This design comes from an exercise in tuning for small area, a short achievable clock period and few clock cycles per item on the open sky130 flow, not from production work.
In this exercise RTL edits were held to simulation tests only and were not proved equivalent to the original.
Power is estimated from default activity; no workload was simulated.

File: flow/design.v
`default_nettype none
package admm_pkg;
    localparam int DATA_WIDTH = 16;               
    localparam int FRAC_BITS  = 8;
    localparam int VEC_LEN    = 8;
    localparam int IDX_WIDTH  = 3;
    typedef logic signed [DATA_WIDTH-1:0] fixed_t;
    typedef logic [IDX_WIDTH-1:0] idx_t;
    localparam fixed_t FIXED_MIN = {1'b1, {(DATA_WIDTH-1){1'b0}}};
    localparam fixed_t FIXED_MAX = {1'b0, {(DATA_WIDTH-1){1'b1}}};
    typedef struct packed {
        fixed_t ref_val;
        fixed_t lo;
        fixed_t hi;
    } elem_param_t;
    typedef struct packed {
        idx_t   idx;
        fixed_t ref_val;
        fixed_t lo;
        fixed_t hi;
        fixed_t z;                                
        fixed_t y;                                
    } elem_req_t;
    typedef struct packed {
        idx_t   idx;
        fixed_t z_new;
        fixed_t y_new;
        fixed_t pri_term;                         
        fixed_t dual_term;                        
    } elem_res_t;
    typedef enum logic [2:0] {
        IDLE,
        SWEEP,
        DRAIN,
        CHECK,
        DONE
    } solver_state_t;
endpackage
`default_nettype wire
`default_nettype none
package admm_bus_pkg;
    localparam int BUS_WIDTH  = 32;
    localparam int ADDR_WIDTH = 16;
    typedef enum logic [3:0] {
        CTRL  = 4'h0,
        REF   = 4'h1,
        LO    = 4'h2,
        HI    = 4'h3,
        Z_OUT = 4'h4,
        Y_OUT = 4'h5
    } region_t;
    localparam logic [11:0] OFS_START_STATUS = 12'h000;
    localparam logic [11:0] OFS_MAXITER      = 12'h004;     
    localparam logic [11:0] OFS_PRI          = 12'h008;
    localparam logic [11:0] OFS_DUAL         = 12'h00C;
    localparam logic [7:0]       DEF_MAX_ITER = 8'd100;
    localparam logic signed [15:0] DEF_TOL      = 16'sd2;      
    localparam logic signed [15:0] DEF_REF      = '0;
    localparam logic signed [15:0] DEF_LO       = 16'sh8000;
    localparam logic signed [15:0] DEF_HI       = 16'sh7fff;
    typedef struct packed {
        logic [7:0]       max_iter;
        logic signed [15:0] pri_tol;
        logic signed [15:0] dual_tol;
    } solver_cfg_t;
    typedef struct packed {
        logic             busy;
        logic             done;
        logic             converged;
        logic [7:0]       iter;
        logic signed [15:0] pri_res;                
        logic signed [15:0] dual_res;
    } solver_status_t;
endpackage
`default_nettype wire
`timescale 1ns/100ps
`default_nettype none
module admm_config_regs (
    input  logic                                  clk,
    input  logic                                  rst,
    input  logic                                  chipselect,
    input  logic                                  write,
    input  logic [admm_bus_pkg::ADDR_WIDTH-1:0]   addr,
    input  logic [admm_bus_pkg::BUS_WIDTH-1:0]    writedata,
    input  admm_pkg::idx_t                        elem_sel,
    output admm_bus_pkg::solver_cfg_t             cfg,
    output logic                                  start_req,
    output admm_pkg::elem_param_t                 elem_param
);
    admm_bus_pkg::region_t region;
    logic [11:0]           offset;
    admm_pkg::idx_t        idx;
    logic                  wr_en;
    admm_pkg::fixed_t      wdata;
    admm_pkg::fixed_t      ref_mem [admm_pkg::VEC_LEN];
    admm_pkg::fixed_t      lo_mem  [admm_pkg::VEC_LEN];
    admm_pkg::fixed_t      hi_mem  [admm_pkg::VEC_LEN];
    assign wr_en  = chipselect && write;
    assign region = admm_bus_pkg::region_t'(addr[15:12]);
    assign offset = addr[11:0];
    assign idx    = addr[4:2];                        
    assign wdata  = writedata[admm_pkg::DATA_WIDTH-1:0];
    assign elem_param.ref_val = ref_mem[elem_sel];
    assign elem_param.lo      = lo_mem[elem_sel];
    assign elem_param.hi      = hi_mem[elem_sel];
    always_ff @(posedge clk or posedge rst) begin
        if (rst) begin
            cfg.max_iter <= admm_bus_pkg::DEF_MAX_ITER;
            cfg.pri_tol  <= admm_bus_pkg::DEF_TOL;
            cfg.dual_tol <= admm_bus_pkg::DEF_TOL;
            start_req    <= 1'b0;
            for (int i = 0; i < admm_pkg::VEC_LEN; i++) begin
                ref_mem[i] <= admm_bus_pkg::DEF_REF;
                lo_mem[i] <= admm_bus_pkg::DEF_LO;
                hi_mem[i] <= admm_bus_pkg::DEF_HI;
            end
        end else begin
            start_req <= wr_en && region == admm_bus_pkg::CTRL &&
                         offset == admm_bus_pkg::OFS_START_STATUS && writedata[0];
            if (wr_en) begin
                case (region)
                    admm_bus_pkg::CTRL: begin
                        case (offset)
                            admm_bus_pkg::OFS_MAXITER: cfg.max_iter <= writedata[7:0];
                            admm_bus_pkg::OFS_PRI:     cfg.pri_tol  <= wdata;
                            admm_bus_pkg::OFS_DUAL:    cfg.dual_tol <= wdata;
                            default: ;
                        endcase
                    end
                    admm_bus_pkg::REF: ref_mem[idx] <= wdata;
                    admm_bus_pkg::LO:  lo_mem[idx]  <= wdata;
                    admm_bus_pkg::HI:  hi_mem[idx]  <= wdata;
                    default: ;                        
                endcase
            end
        end
    end
endmodule
`default_nettype wire
`timescale 1ns/100ps
`default_nettype none
module admm_iter_ctrl (
    input  logic                           clk,
    input  logic                           rst,
    input  admm_bus_pkg::solver_cfg_t      cfg,
    input  logic                           start_req,
    input  admm_pkg::elem_param_t          elem_param,
    input  admm_pkg::fixed_t               z_rd,
    input  admm_pkg::fixed_t               y_rd,
    input  admm_pkg::elem_res_t            res,
    input  logic                           res_valid,
    output admm_pkg::idx_t                 elem_sel,
    output admm_pkg::idx_t                 rd_idx,
    output logic                           clear,
    output admm_pkg::elem_req_t            req,
    output logic                           req_valid,
    output admm_bus_pkg::solver_status_t   status
);
    admm_pkg::solver_state_t state;
    admm_pkg::idx_t          cnt;                     
    logic [7:0]              iter;
    logic                    converged;
    admm_pkg::fixed_t        pri_max;
    admm_pkg::fixed_t        dual_max;
    logic                    accept;
    logic                    last_res;
    logic                    met_tol;
    logic [7:0]              iter_next;
    assign accept    = start_req && (state == admm_pkg::IDLE || state == admm_pkg::DONE);
    assign clear     = accept;                        
    assign last_res  = res_valid && res.idx == admm_pkg::idx_t'(admm_pkg::VEC_LEN - 1);
    assign met_tol   = pri_max <= cfg.pri_tol && dual_max <= cfg.dual_tol;
    assign iter_next = iter + 8'd1;
    assign elem_sel  = cnt;
    assign rd_idx    = cnt;
    assign req_valid = (state == admm_pkg::SWEEP);
    assign req.idx     = cnt;
    assign req.ref_val = elem_param.ref_val;
    assign req.lo      = elem_param.lo;
    assign req.hi      = elem_param.hi;
    assign req.z       = z_rd;
    assign req.y       = y_rd;
    assign status.busy      = state == admm_pkg::SWEEP || state == admm_pkg::DRAIN ||
                              state == admm_pkg::CHECK;
    assign status.done      = (state == admm_pkg::DONE);
    assign status.converged = converged;
    assign status.iter      = iter;
    assign status.pri_res   = pri_max;
    assign status.dual_res  = dual_max;
    always_ff @(posedge clk or posedge rst) begin
        if (rst) begin
            state     <= admm_pkg::IDLE;
            cnt       <= '0;
            iter      <= '0;
            converged <= 1'b0;
            pri_max   <= '0;
            dual_max  <= '0;
        end else begin
            if (res_valid) begin                      
                if (res.pri_term > pri_max)
                    pri_max <= res.pri_term;
                if (res.dual_term > dual_max)
                    dual_max <= res.dual_term;
            end
            case (state)
                admm_pkg::IDLE, admm_pkg::DONE: begin
                    if (accept) begin
                        state     <= admm_pkg::SWEEP;
                        cnt       <= '0;
                        iter      <= '0;
                        converged <= 1'b0;
                        pri_max   <= '0;
                        dual_max  <= '0;
                    end
                end
                admm_pkg::SWEEP: begin
                    cnt <= cnt + 1'b1;                
                    if (cnt == admm_pkg::idx_t'(admm_pkg::VEC_LEN - 1))
                        state <= admm_pkg::DRAIN;
                end
                admm_pkg::DRAIN: begin
                    if (last_res)
                        state <= admm_pkg::CHECK;
                end
                admm_pkg::CHECK: begin
                    iter <= iter_next;
                    if (met_tol) begin
                        state     <= admm_pkg::DONE;
                        converged <= 1'b1;
                    end else if (iter_next >= cfg.max_iter) begin
                        state <= admm_pkg::DONE;      
                    end else begin
                        state    <= admm_pkg::SWEEP;
                        pri_max  <= '0;
                        dual_max <= '0;
                    end
                end
                default: state <= admm_pkg::IDLE;
            endcase
        end
    end
endmodule
`default_nettype wire
`timescale 1ns/100ps
`default_nettype none
module admm_element_pipe (
    input  logic                  clk,
    input  logic                  rst,
    input  admm_pkg::elem_req_t   req,
    input  logic                  req_valid,
    output admm_pkg::elem_res_t   res,
    output logic                  res_valid
);
    logic signed [admm_pkg::DATA_WIDTH+1:0] sum_x;    
    logic signed [admm_pkg::DATA_WIDTH+1:0] sum_w;
    logic signed [admm_pkg::DATA_WIDTH+1:0] sum_y;
    admm_pkg::fixed_t w;
    admm_pkg::fixed_t z_new;
    logic             s1_valid;
    admm_pkg::idx_t   s1_idx;
    admm_pkg::fixed_t s1_x;
    admm_pkg::fixed_t s1_z;
    admm_pkg::fixed_t s1_y;
    admm_pkg::fixed_t s1_lo;
    admm_pkg::fixed_t s1_hi;
    function automatic logic signed [admm_pkg::DATA_WIDTH-1:0] sat(input logic signed [admm_pkg::DATA_WIDTH+1:0] v);
        if (v > admm_pkg::FIXED_MAX)
            sat = admm_pkg::FIXED_MAX;
        else if (v < admm_pkg::FIXED_MIN)
            sat = admm_pkg::FIXED_MIN;
        else
            sat = v[admm_pkg::DATA_WIDTH-1:0];
    endfunction
    function automatic logic signed [admm_pkg::DATA_WIDTH-1:0] sat_abs(input logic signed [admm_pkg::DATA_WIDTH+1:0] v);
        sat_abs = sat((v < 0) ? -v : v);
    endfunction
    assign sum_x = req.ref_val + req.z - req.y;
    assign sum_w = s1_x + s1_y;
    assign w     = sat(sum_w);
    assign z_new = (w < s1_lo) ? s1_lo : ((w > s1_hi) ? s1_hi : w);   
    assign sum_y = s1_y + s1_x - z_new;
    always_ff @(posedge clk or posedge rst) begin
        if (rst) begin
            s1_valid  <= 1'b0;
            res_valid <= 1'b0;
        end else begin
            s1_valid  <= req_valid;
            res_valid <= s1_valid;
        end
    end
    always_ff @(posedge clk) begin
        s1_idx <= req.idx;
        s1_x   <= sat(sum_x) >>> 1;                   
        s1_z   <= req.z;
        s1_y   <= req.y;
        s1_lo  <= req.lo;
        s1_hi  <= req.hi;
        res.idx       <= s1_idx;
        res.z_new     <= z_new;
        res.y_new     <= sat(sum_y);
        res.pri_term  <= sat_abs(s1_x - z_new);
        res.dual_term <= sat_abs(z_new - s1_z);
    end
endmodule
`default_nettype wire
`timescale 1ns/100ps
`default_nettype none
module admm_vector_store (
    input  logic              clk,
    input  logic              rst,
    input  logic              clear,
    input  admm_pkg::idx_t    rd_idx,
    input  logic              wr_valid,
    input  admm_pkg::idx_t    wr_idx,
    input  admm_pkg::fixed_t  z_wr,
    input  admm_pkg::fixed_t  y_wr,
    input  admm_pkg::idx_t    rb_idx,
    output admm_pkg::fixed_t  z_rd,
    output admm_pkg::fixed_t  y_rd,
    output admm_pkg::fixed_t  z_rb,
    output admm_pkg::fixed_t  y_rb
);
    admm_pkg::fixed_t z_mem [admm_pkg::VEC_LEN];
    admm_pkg::fixed_t y_mem [admm_pkg::VEC_LEN];
    assign z_rd = z_mem[rd_idx];                      
    assign y_rd = y_mem[rd_idx];
    assign z_rb = z_mem[rb_idx];                      
    assign y_rb = y_mem[rb_idx];
    always_ff @(posedge clk or posedge rst) begin
        if (rst) begin
            for (int i = 0; i < admm_pkg::VEC_LEN; i++) begin
                z_mem[i] <= '0;
                y_mem[i] <= '0;
            end
        end else if (clear) begin
            for (int i = 0; i < admm_pkg::VEC_LEN; i++) begin
                z_mem[i] <= '0;                       
                y_mem[i] <= '0;
            end
        end else if (wr_valid) begin
            z_mem[wr_idx] <= z_wr;
            y_mem[wr_idx] <= y_wr;
        end
    end
endmodule
`default_nettype wire
`timescale 1ns/100ps
`default_nettype none
module admm_readback (
    input  logic                                 clk,
    input  logic                                 rst,
    input  logic                                 chipselect,
    input  logic                                 read,
    input  logic [admm_bus_pkg::ADDR_WIDTH-1:0]  addr,
    input  admm_bus_pkg::solver_status_t         status,
    input  admm_pkg::fixed_t                     z_rb,
    input  admm_pkg::fixed_t                     y_rb,
    output admm_pkg::idx_t                       rb_idx,
    output logic [admm_bus_pkg::BUS_WIDTH-1:0]   readdata
);
    logic [admm_bus_pkg::BUS_WIDTH-1:0] rd_value;
    function automatic logic [admm_bus_pkg::BUS_WIDTH-1:0] sext(input logic signed [admm_pkg::DATA_WIDTH-1:0] v);
        sext = admm_bus_pkg::BUS_WIDTH'(v);
    endfunction
    assign rb_idx = addr[4:2];
    always_comb begin
        rd_value = '0;                                
        case (addr[15:12])
            admm_bus_pkg::CTRL: begin
                case (addr[11:0])
                    admm_bus_pkg::OFS_START_STATUS:
                        rd_value[2:0] = {status.busy, status.converged, status.done};
                    admm_bus_pkg::OFS_MAXITER: rd_value[7:0] = status.iter;
                    admm_bus_pkg::OFS_PRI:     rd_value = sext(status.pri_res);
                    admm_bus_pkg::OFS_DUAL:    rd_value = sext(status.dual_res);
                    default: ;
                endcase
            end
            admm_bus_pkg::Z_OUT: rd_value = sext(z_rb);
            admm_bus_pkg::Y_OUT: rd_value = sext(y_rb);
            default: ;
        endcase
    end
    always_ff @(posedge clk or posedge rst) begin
        if (rst)
            readdata <= '0;
        else if (chipselect && read)
            readdata <= rd_value;                     
    end
endmodule
`default_nettype wire
`timescale 1ns/100ps
`default_nettype none
module admm_solver (
    input  logic                                 clk,
    input  logic                                 rst,
    input  logic [admm_bus_pkg::BUS_WIDTH-1:0]   writedata,
    input  logic                                 read,
    input  logic                                 write,
    input  logic [admm_bus_pkg::ADDR_WIDTH-1:0]  addr,
    input  logic                                 chipselect,
    output logic [admm_bus_pkg::BUS_WIDTH-1:0]   readdata
);
    admm_bus_pkg::solver_cfg_t    cfg;
    admm_bus_pkg::solver_status_t status;
    logic                         start_req;
    admm_pkg::elem_param_t        elem_param;
    admm_pkg::idx_t               elem_sel;
    admm_pkg::idx_t               rd_idx;
    admm_pkg::idx_t               rb_idx;
    logic                         clear;
    admm_pkg::elem_req_t          req;
    logic                         req_valid;
    admm_pkg::elem_res_t          res;
    logic                         res_valid;
    admm_pkg::fixed_t             z_rd;
    admm_pkg::fixed_t             y_rd;
    admm_pkg::fixed_t             z_rb;
    admm_pkg::fixed_t             y_rb;
    admm_config_regs u_config_regs (
        .clk(clk), .rst(rst), .chipselect(chipselect), .write(write), .addr(addr),
        .writedata(writedata), .elem_sel(elem_sel), .cfg(cfg), .start_req(start_req),
        .elem_param(elem_param)
    );
    admm_iter_ctrl u_iter_ctrl (
        .clk(clk), .rst(rst), .cfg(cfg), .start_req(start_req), .elem_param(elem_param),
        .z_rd(z_rd), .y_rd(y_rd), .res(res), .res_valid(res_valid), .elem_sel(elem_sel),
        .rd_idx(rd_idx), .clear(clear), .req(req), .req_valid(req_valid), .status(status)
    );
    admm_element_pipe u_element_pipe (
        .clk(clk), .rst(rst), .req(req), .req_valid(req_valid),
        .res(res), .res_valid(res_valid)
    );
    admm_vector_store u_vector_store (
        .clk(clk), .rst(rst), .clear(clear), .rd_idx(rd_idx), .wr_valid(res_valid),
        .wr_idx(res.idx), .z_wr(res.z_new), .y_wr(res.y_new), .rb_idx(rb_idx),
        .z_rd(z_rd), .y_rd(y_rd), .z_rb(z_rb), .y_rb(y_rb)
    );
    admm_readback u_readback (
        .clk(clk), .rst(rst), .chipselect(chipselect), .read(read), .addr(addr),
        .status(status), .z_rb(z_rb), .y_rb(y_rb), .rb_idx(rb_idx), .readdata(readdata)
    );
endmodule
`default_nettype wire
File: flow/run.sh
#!/bin/bash
# synth_recipe.tcl (not shown) runs the flow's synth.tcl, then flattens the netlist and writes it again
# the make line also repeats each setting of config.mk as NAME=value (left out here)
make -C /OpenROAD-flow-scripts/flow DESIGN_CONFIG=/design/flow/config.mk WORK_HOME=/design/flow/orfs CLKGATE_MAP_FILE= SYNTH_SCRIPT=/design/flow/synth_recipe.tcl finish
File: flow/config.mk
export PLATFORM = sky130hd
export DESIGN_NAME = admm_solver
export DESIGN_NICKNAME = admm_solver
export VERILOG_FILES = /design/flow/design.v
export SDC_FILE = /design/flow/constraint.sdc
export NUM_CORES = 4
export LEC_CHECK = 0
export CAP_MARGIN = 20
export CORE_MARGIN = 2
export CORE_UTILIZATION = 40
export PLACE_DENSITY = 0.6
export SLEW_MARGIN = 20
File: flow/constraint.sdc
create_clock -name core_clock -period 10.0 [get_ports {clk}]
set_input_delay 2.0000 -clock core_clock [delete_from_list [all_inputs] [get_ports {clk}]]
set_output_delay 2.0000 -clock core_clock [all_outputs]
set_load 0.01 [all_outputs]
==> impl.org <==
** Clocking
- The H-tree was split into 3 levels.
- Hold repair after CTS inserted 0 buffers.
- TritonCTS clock tree :: done
- The clock reaches the later pin of the worst-skew pair after about 0.70 ns.
- Library cell used as clock root buffer :: clkbuf_16
- Number of clock buffers inserted by TritonCTS :: 98
- Maximum number of buffers from clock root to sink :: 3
- Clock net sink count :: 895
- Clock Pin Slew Worst Setup and Hold Paths :: ~0.07 ns

** Setup path
- At the worst endpoint, the required time is around 11 ns.
- The largest single stage delay on the critical path is 0.55 ns.
- The worst setup path is launched from a flip-flop.
- Of all nets on the critical path, the largest fanout is 12.
- Most frequent cell on the critical path :: ha_1
- The worst setup path is captured at a flip-flop.
- Worst Path Class, Setup :: reg2reg
- For this design, the slowest cell found on the critical path is dfxtp_1.
- Data on the critical path arrives at its endpoint at just under 10 ns.

** Logic synthesis
- Top FF cell, synth :: dfrtp_1
- Number of instances in the synthesized netlist :: around 4,800
- The average instance in the mapped netlist occupies just under 10 um2.
- Warnings, synthesis :: 10
- In the synthesized netlist the async set-or-reset flop fraction comes to 0.834.
- #FFs+latches synth :: between 800 and 900
- In this run, synthesis inferred 0 flip-flops with an integrated enable.
- Sequential share of the synthesized area :: 0.456
- Post-synthesis instance area :: approximately 48,000 um2
- In this run, distinct cell masters in the synthesized netlist total 110.

** Timing
- Worst slew pin tran :: about 1.3 ns
- Worst slew margin relative to its limit :: 0.0910
- In the finished design, the share of the clock period the worst path needs comes to 0.932.
- For this run, the top clock speed supported by timing is between 100 and 150 MHz.
- The clock arrives with roughly 0.023 ns of skew.
- Unrepaired setup endpoints after global routing :: false
- Number of endpoints with negative hold slack in the final report :: 0
- The worst path in the final design needs a cycle of approximately 9.3 ns, including I/O delays and setup.
- Final-report max-slew violation count :: 0
- Endpoints failing setup :: 0

** Run
- Max Cap Viol :: 0

** Layout
- Fin nets :: about 5,000
- In the layout the commonest cells are nand2_1 (781), dfrtp_1 (612), mux2_2 (521).
- In the final layout, flip-flops and latches occupy 21,800 um2.
- Number of antenna cells inserted :: 0
- Area growth from synthesis to layout :: 11.5%
- Leaving out fill and tap cells, the most frequent cell in the layout is nand2_1.
- Proportion of layout cells with a drive suffix above 1 :: 0.214
- Fill cell count :: 11,190
- Area of combinational cells with multiple inputs :: approximately 24,000 um2
- Summing all non-filler instances in the final layout gives an area of ~53,000 um2.

** GRT
- The number of antenna violations at the first check in global routing is 7.
- Total routing usage reported by global routing :: 0.260
- The first global-routing pass estimated between 200,000 and 250,000 um of wire.
- Via count of the first global-routing pass :: 36,901
- The total overflow left after global routing is 0.
- Maximum number of pins on one net before global-route repair :: 220

** Run status
- Outcome :: finished clean

** Power and ir drop
- Sw Pwr :: roughly 6.4 mW
- Cell-internal power :: 8.98 mW
- The worst-case IR drop observed on VDD is between 0.0003 and 0.0004 V.
- Lkg Pwr :: between 20 and 25 nW
- Switching share of power :: 0.416
- Clock Power Share :: 0.247
- The share of total power dissipated in combinational logic is 0.474.
- Final total power :: ~15 mW
- Portion of total power attributed to sequential cells :: 0.279
- In this run the power density over the cells is 288 nW/um2.

** Placement
- Total of buffers placed on input and output ports :: around 70
- Routability-driven placement finished with a final weighted congestion of 0.977.
- Detailed placement finished with a half-perimeter wire length of slightly above 100,000 um.
- Once placement finished, the instance area stood at between 40,000 and 50,000 um2.

** Routing
- Detailed Route WL :: between 150,000 and 200,000 um
- Number of search-and-repair iterations in the first detailed-routing pass :: 8
- Number of DRC violations after detailed routing :: 0
- Number of nets with antenna violations after routing :: 0
- Total via count in the routed design :: between 30,000 and 40,000
- 1st-iter DRT viols :: 4,376
- Post-detailed-route via-to-cell ratio :: around 6
- Wire length per cell :: about 25 um

** Die
- Die height :: 350 um
- The floorplan step defined a die boundary enclosing 122,000 um2.
- Die Width :: 350 um
- Number of placement rows :: approximately 130
- Top Ports :: 85
- Floorplan Core Area :: 118,000 um2
- For this configuration, the core starts out at a cell density of 0.404.

** Hold path
- Type of the tightest min-delay check :: reg2reg
## worst max-delay path, delay by kind of cell (launching register included)
kind / cells / cell delay, ns
compound gates: 14 / 3.86
fa+ha+maj: 5 / 1.89
simple gates: 10 / 1.71
flops: 1 / 0.55
xor+xnor: 2 / 0.50
buf+inv: 2 / 0.34
mux: 1 / 0.33
## power by group through the flow
stage                     Clock (mW)  Sequential (mW)  Combinational [mW]
after detailed placement           0             4.34                7.13
final                           3.80             4.29                7.29
after floorplan                    0             4.12                5.40
after global routing            3.99             4.31                7.94
after global placement             0             4.34                7.10
after CTS                       3.85             4.28                7.17
## per-stage QoR
stage | hold slack, ns | setup TNS (ns) | utilization | instances | worst slack, ns
detailed placement | 0.312 | 0 | 0.422 | 6233 | 0.422
finish | 0.317 | 0 | 0.451 | 6418 | 0.676
floorplan | 0.310 | -1297.59 | - | 4838 | -2.12
global route | 0.332 | 0 | 0.451 | 6418 | 0.0224
global placement | 0.311 | 0 | 0.422 | 6232 | 0.552
CTS | 0.323 | 0 | 0.451 | 6418 | 0.411
## synth_stat cells (82+ instances only)
cell      count  area (um2)
nand2_1     782        2940
inv_1       211         792
o21ai_0     164         821
a21oi_1     407        2040
dfrtp_1     613       15300
dfstp_2     133        3490
clkbuf_1    287        1080
a222oi_1     82         821
dfxtp_1     149        2980
a22oi_1      93         698
nor2_1      243         912
ha_1        183        2290
mux2_2      521        5870
## logic make-up after synthesis
group | count (synthesis) | share of synthesized area
xor+xnor | 110 | 0.0204
mux | 609 | 0.144
buf+inv | 579 | 0.0482
other cells | 1 | 0.0000783
simple gates | 1317 | 0.117
fa+ha+maj | 216 | 0.0587
compound gates | 1110 | 0.155
flops | 895 | 0.456
## layout make-up
type / count / share of cell area
clock buffers: 136 / 0.0524
inverters: 212 / 0.0150
clock inverters: 49 / 0.0105
multi-input cells: 3364 / 0.449
repair buffers: 162 / 0.0272
well taps: 1600 / 0.0375
flip-flops and latches: 895 / 0.409
## layer usage
metal  vias up  GRT usage  part of all wire
li1      16907          -                 -
met1     19010      0.353              0.42
met2      1643      0.410              0.45
met3       346     0.0463             0.085
met4         2      0.105             0.042
met5         -          0          0.000043
## sequential cells by signal, indices dropped and copies added (netlist names), 3 cells and up
register	flops
u_iter_ctrl.dual_max	16
u_config_regs.lo_mem	128
u_element_pipe.s1_lo	16
u_element_pipe.s1_idx	3
u_element_pipe.s1_z	16
u_element_pipe.s1_x	15
u_element_pipe.s1_hi	16
u_iter_ctrl.pri_max	16
u_iter_ctrl.iter	8
u_vector_store.y_mem	128
u_config_regs.hi_mem	128
u_element_pipe.s1_y	16
u_config_regs.ref_mem	128
u_element_pipe.res	67
u_config_regs.cfg	40
u_vector_store.z_mem	128
u_iter_ctrl.cnt	3
u_iter_ctrl.state	3
u_readback.readdata	16
## final timing paths
path / from / endpoint / slack (ns) / depth (start not counted)
worst max-delay path: u_element_pipe.s1_x[4] / u_element_pipe.res[14] / 0.68 / 34
worst min-delay path: u_element_pipe.s1_idx[2] / u_element_pipe.res[66] / 0.32 / 0
worst max register to register: u_element_pipe.s1_x[4] / u_element_pipe.res[14] / 0.68 / 34
worst min register to register: u_element_pipe.s1_idx[2] / u_element_pipe.res[66] / 0.32 / 0
max in group asynchronous: rst / u_iter_ctrl.cnt[2] / 6.36 / 4
min in group asynchronous: rst / u_config_regs.ref_mem[6][2] / 1.88 / 3
## what timing repair did
item,CTS,global route
endpoints found under the hold margin,0,0
endpoints found under the setup margin,0,15
setup buffers,0,0
gates resized for setup,0,5
Testbench counts, summed over its fixed seeds: cycles 16,614, solves 96.

## re-timing with driven ports
Ports are ideal in the flow. The routed layout listed here was re-timed in OpenROAD.
Step 1: set_driving_cell puts a clkbuf_16 on clk and a buf_2 on each other input, an assumption about the parent block.
Step 2 times the ports against the registers' clock, not the clock port: input delays grow and output delays shrink by t, the midpoint of the rising clock arrivals with the driver on.
Three values: ideal ports, drivers, drivers and shift; two values: the first two.
t (ns): 0.764
slack for setup (ns): 0.676 / 0.676 / 0.676
hold slack, ns: 0.317 / 0.317 / 0.317
latest minus earliest clock arrival (ns): 0.022 / 0.023
pins driven straight from the clock port: 1
After both steps this run still meets setup and hold. The setup slack of this run moves by 0.000 ns with the drivers and by 0.000 ns with both steps.
